From an optimization exercise on the open Yosys and OpenROAD flow, aimed at small area and a short achievable clock period; shortcuts taken in it are not production practice. In this exercise RTL edits were held to simulation tests only and were not proved equivalent to the original. The clock input has no modelled driver; a real chip could not lean on it and would need a root buffer or a full tree. No activity file was given, so power comes from the tool's default toggle rates.

run 1:
Design accel_controller, start of the top module:
module accel_controller #(
    parameter int SRAM_ADDR_W = 17
) (
    input  logic                                  clk,
    input  logic                                  rst,
    input  logic                                  start,
    input  logic [accel_pkg::cfg_w-1:0]           confi,
    output logic [SRAM_ADDR_W-1:0]                ifmap_sram_addr,
    output logic [SRAM_ADDR_W-1:0]                filter_sram_addr,
    output logic                                  ifmap_sram_ren,
    output logic                                  filter_sram_ren,
    output logic [accel_pkg::ifmap_buf_aw-1:0]    ifmap_buffer_waddr,
    output logic                                  ifmap_buffer_wen,
    output logic [accel_pkg::filter_buf_aw-1:0]   filter_buffer_waddr,
    output logic                                  filter_buffer_wen,
    output logic [accel_pkg::pe_count-1:0][accel_pkg::ifmap_buf_aw-1:0]  ifmap_raddr,
    output logic [accel_pkg::pe_count-1:0]                               ifmap_ren,
  ...
==> flow/config.mk <==
export PLATFORM = sky130hd
export DESIGN_NAME = accel_controller
export DESIGN_NICKNAME = accel_controller
export VERILOG_FILES = /design/flow/design.v
export SDC_FILE = /design/flow/constraint.sdc
export NUM_CORES = 4
export LEC_CHECK = 0
export CAP_MARGIN = 20
export CORE_MARGIN = 2
export CORE_UTILIZATION = 55
export CTS_BUF_LIST = sky130_fd_sc_hd__clkbuf_16
export CTS_CLUSTER_DIAMETER = 100
export CTS_CLUSTER_SIZE = 30
export PLACE_DENSITY = 0.65
export SETUP_SLACK_MARGIN = 4.9
export SLEW_MARGIN = 20
==> flow/constraint.sdc <==
create_clock -name core_clock -period 7.5 [get_ports {clk}]
set_input_delay 1.5000 -clock core_clock [delete_from_list [all_inputs] [get_ports {clk}]]
set_output_delay 1.5000 -clock core_clock [all_outputs]
set_load 0.01 [all_outputs]
standard.sh (not shown) runs the stock make flow with config.mk's settings and CLKGATE_MAP_FILE= SYNTH_SCRIPT=/design/flow/synth_recipe.tcl, a recipe that flattens the netlist after the stock synthesis.
==> flow/flow/run.sh <==
#!/bin/bash
set -euo pipefail
export BUFFER_PORTS_ARGS="-buffer_cell sky130_fd_sc_hd__buf_1"
# optional settings for flow/clk_flatten.tcl (CLK_ROOTS, CLK_ROOT_CELL)
if [[ -f flow/env ]]; then set -a; source flow/env; set +a; fi
ARGS=()
if [[ -f flow/make_args ]]; then read -r -a ARGS < flow/make_args; fi
bash standard.sh "${ARGS[@]}" cts > standard_cts.log 2>&1
R=$PWD/orfs/results/sky130hd/accel_controller/base
cp $R/4_cts.odb $R/4_cts_orig.odb
CTS_ODB=$R/4_cts_orig.odb CTS_ODB_OUT=$R/4_cts.odb openroad -no_init -exit flow/clk_flatten.tcl > clk_flatten.log 2>&1
bash standard.sh "${ARGS[@]}" finish > standard_finish.log 2>&1
==> flow/flow/env <==
CLK_ROOT_CELL=sky130_fd_sc_hd__clkbuf_8
CLK_ROOTS=3
Other scripts of this flow, unchanged in this note and not shown: flow/flow/clk_flatten.tcl
Run 1 finished every stage and its layout cleared the timing, DRC and antenna checks.
Edits applied to the flow inputs when going from run 1 to run 2:
Settings: PLACE_DENSITY changed from 0.65 to 0.75; CORE_UTILIZATION changed from 55 to 65.
[summary]
- Effective utilization at floorplan in run 2 is 10 points higher than in run 1
- Comparing run 2 and run 1, the lower worst setup slack is on run 1.
- Diff run 2 and run 1: wire length lower in run 2
- Run 2 vs. run 1: total met3 wirelength after detailed routing now larger; hold slack now larger.
Input changes introduced in run 3 (baseline for comparison: run 2):
Settings: ABC_AREA now 1, previously not set.
[summary]
Run 3 | stages: all done | timing, DRC, antenna: all pass
Post-route standard cell area excluding fillers went up by a little under 10% going from run 2 to run 3.
Higher worst endpoint data arrival time among run 2 and run 3: run 3
Wire: run 3 routes more than run 2
Taking run 2 over run 3, the area after synthesis ratio works out to 0.922.
The inputs of run 4 differ from those of run 3 as listed below.
Settings: SETUP_SLACK_MARGIN: 4.9 -> 4.8; ABC_AREA: 1 -> unset.
==> flow/flow/env <==
CLK_ROOT_CELL=sky130_fd_sc_hd__clkbuf_8
Results
- [compare] base=run 3 new=run 4: tightest hold margin roughly the same; power drawn by the sequential cells higher; highest clock frequency the design can meet lower.

## re-timing with driven ports
In the flow no input, the clock included, has a driving cell. The finished layouts below were timed again as built, in two steps.
Step 1, drivers: a clkbuf_16 drives clk and a buf_2 each remaining input, both assumed.
Step 2 adds t to the input delays and takes it off the output delays; t is the mean of the earliest and latest rising clock arrival at the registers after step 1. Input paths then give back, and output paths get back, about the clock's delay inside the block.
Slacks: no drivers / after step 1 / after step 2; pairs: no drivers / after step 1.
run	t (ns)	slack for setup (ns)	worst slew at a driven data input, ns
run 1	0.394	5.025 / 4.986 / 5.025	0.04
run 2	0.375	5.049 / 4.986 / 5.081	0.04
run 3	0.392	5.024 / 4.961 / 4.993	0.04
run 4	0.377	5.009 / 4.934 / 5.025	0.04
After both steps setup and hold are still met in every run listed. The setup slack of run 3, which loses most, moves by -0.063 ns with the drivers and by -0.031 ns with both steps.
